Source: an optimization exercise on an open RTL-to-GDS flow (aim: small area, a short achievable clock period and few clock cycles). Production flows keep margins and buffers that such runs may drop. Only simulation tests tie the RTL to the original design; equivalence was not proved. Power is estimated from default activity; no workload was simulated.

P:
Design core, start of the top module:
module core #(
  parameter int REG_SIZE   = 8,
  parameter int ADDR_SIZE  = 8,
  parameter int INSN_SIZE  = 16,
  parameter int INSN_COUNT = 16
) (
  input  logic                            clk,
  input  logic                            reset,
  input  logic                            init_R0_flag,
  input  logic [REG_SIZE-1:0]             init_R0_data,
  input  logic [INSN_SIZE*INSN_COUNT-1:0] insn_data,
  input  logic                            Start,
  output logic                            Ready,
  output logic [1:0]                      enable_M,
  output logic [ADDR_SIZE-1:0]            addr_M,
  output logic [REG_SIZE-1:0]             wr_data_M,
  input  logic [REG_SIZE-1:0]             rd_data_M,
  input  logic                            ready_M
);
Size in the first run: about 1,800 cells after synthesis, roughly 300 I/O pins, ~22,000 sq um of cells after synthesis.
==> flow/config.mk <==
export PLATFORM = sky130hd
export DESIGN_NAME = core
export DESIGN_NICKNAME = core
export VERILOG_FILES = /design/flow/design.v
export SDC_FILE = /design/flow/constraint.sdc
export NUM_CORES = 4
export LEC_CHECK = 0
export CAP_MARGIN = 20
export CORE_MARGIN = 2
export CORE_UTILIZATION = 55
export CTS_BUF_LIST = sky130_fd_sc_hd__clkbuf_8
export CTS_CLUSTER_DIAMETER = 60
export CTS_CLUSTER_SIZE = 16
export SLEW_MARGIN = 20
export TNS_END_PERCENT = 10
==> flow/constraint.sdc <==
create_clock -name core_clock -period 10.0 [get_ports {clk}]
set_input_delay 2.0000 -clock core_clock [delete_from_list [all_inputs] [get_ports {clk}]]
set_output_delay 2.0000 -clock core_clock [all_outputs]
set_load 0.01 [all_outputs]
standard.sh (not shown) runs the stock make flow with config.mk's settings and CLKGATE_MAP_FILE= SYNTH_SCRIPT=/design/flow/synth_recipe.tcl, a recipe that flattens the netlist after the stock synthesis.
==> flow/flow/run.sh <==
#!/bin/bash
# Layout: the standard flow (standard.sh) with three changes:
#  - port buffers of the smallest drive (buffer_ports -buffer_cell buf_1);
#    repair resizes the ones that need more;
#  - no adder cells in synthesis (ADDER_MAP_FILE empty), so abc maps the
#    arithmetic together with the logic around it;
#  - timing repair aims at a larger setup slack margin.
# make's output goes to flow.log; each step's own log is under orfs/logs/.
set -uo pipefail
bash standard.sh "ADDER_MAP_FILE=" "SETUP_SLACK_MARGIN=6.2" \
  "BUFFER_PORTS_ARGS=-buffer_cell sky130_fd_sc_hd__buf_1" finish > flow.log 2>&1
P | status: complete | timing, DRC, antenna: pass
Testbench counts of P, summed over its fixed seeds: cycles 7,731.
Input changes introduced in Q (baseline for comparison: P):
--- a/flow/design.v
+++ b/flow/design.v
@@ -251,16 +251,13 @@
   always_comb begin
     for (int k = 0; k < 16; k++)
       isnop[k] = (buf_q[k][15:12] == OP_NOP) ||
                  (buf_q[k][15:12] >= 4'hB && buf_q[k][15:12] <= 4'hE);
   end
   assign pc_inc1 = pc1_q + 4'd1;
-  always_comb begin
-    skip = 1'b0;
-    for (int k = 0; k < 16; k++) skip = skip | (isnop[k] && pc_inc1 == 4'(k));
-  end
+  assign skip    = isnop[pc_inc1];
   assign pc_seq  = skip ? pc1_q + 4'd2 : pc_inc1;
   assign pc_next = run_q ? (taken ? ir1_q[3:0] : pc_seq) : {3'd0, !s_bnz};
   logic [15:0] fsel;
   logic [15:0] fbuf;
   always_comb begin
     fbuf = '0;
@@ -271,24 +268,26 @@
   end
   assign fetched  = run_q ? fbuf
                           : (s_bnz ? insn_data[15:0] : insn_data[31:16]);
   assign endb     = run_q ? ((fetched[15:12] == OP_STOP) ||
                              (!taken && (pc1_q == 4'd15 || (pc1_q == 4'd14 && skip))))
                           : (!s_bnz && insn_data[31:28] == OP_STOP);
-  logic ex_load, id_load;
+  logic ex_load, id_load, fin;
+  assign fin     = idv_q && !id_stall && endb &&
+                   ((r_bnz && !taken) || r_op == OP_NOP || (r_op >= 4'hB && r_op <= 4'hE));
   assign ex_load = run_q ? (idv_q && !id_stall) : (Start && !s_bnz);
   assign id_load = !run_q || (idv_q && !id_stall && !ex_stall);
   always_ff @(posedge clk) begin
     if (reset) begin
       run_q <= 1'b0;
       ld2_q <= 1'b0;
       st2_q <= 1'b0;
       wr2_q <= 1'b0;
     end else begin
       if (!run_q) run_q <= Start && (s_op != OP_STOP);
-      else if (!ex_stall && !idv_q) run_q <= 1'b0;
+      else if (!ex_stall && (!idv_q || fin)) run_q <= 1'b0;
       if (!ex_stall) begin
         ld2_q <= ex_load && (op1 == OP_LD);
         st2_q <= ex_load && (op1 == OP_ST);
         wr2_q <= ex_load && (op1 != OP_NOP) && (op1 <= OP_SET);
       end
     end
==> comparison <==
Compared with P, in Q width of the chip has remained practically unchanged; wire length of the first global-routing pass now sits higher; number of global-route vias before repair climbed 121; power dissipated by switching net loads lost about 14%.
Summary of the comparison: number of clock-tree buffers in the layout is lower in Q, relative to P.
Sequential share of layout area essentially unchanged between Q and P.
Comparing final routed wirelength across all metal layers for P and Q, the smaller number came from P.
As of Q, maximum frequency had fallen by a few percent compared to P.
Portion of netlist area occupied by mux cells delta for Q relative to P: 1.1 points higher
Testbench counts of Q, summed over its fixed seeds: cycles 7,675.

-- what the ideal ports hide --
Ports are ideal in the flow. The routed layouts listed here were re-timed in OpenROAD.
Step 1 sets driving cells, clkbuf_16 on the clock port and buf_2 on the other inputs (assumed; they add their load-dependent delay and slew).
Step 2 adds t to the input delays and takes it off the output delays; t is the mean of the earliest and latest rising clock arrival at the registers after step 1. Input paths then give back, and output paths get back, about the clock's delay inside the block.
Slacks: ideal / step 1 / step 2; pairs: ideal / step 1.
run | t, ns | slack for setup (ns) | worst data-port slew with drivers (ns)
P | 0.692 | 5.885 / 5.874 / 5.222 | 0.12
Q | 0.683 | 5.793 / 5.795 / 5.112 | 0.11
After both steps every run listed still meets setup and hold. For Q, which loses most, drivers alone change the setup slack by +0.002 ns; drivers and shift together by -0.681 ns.
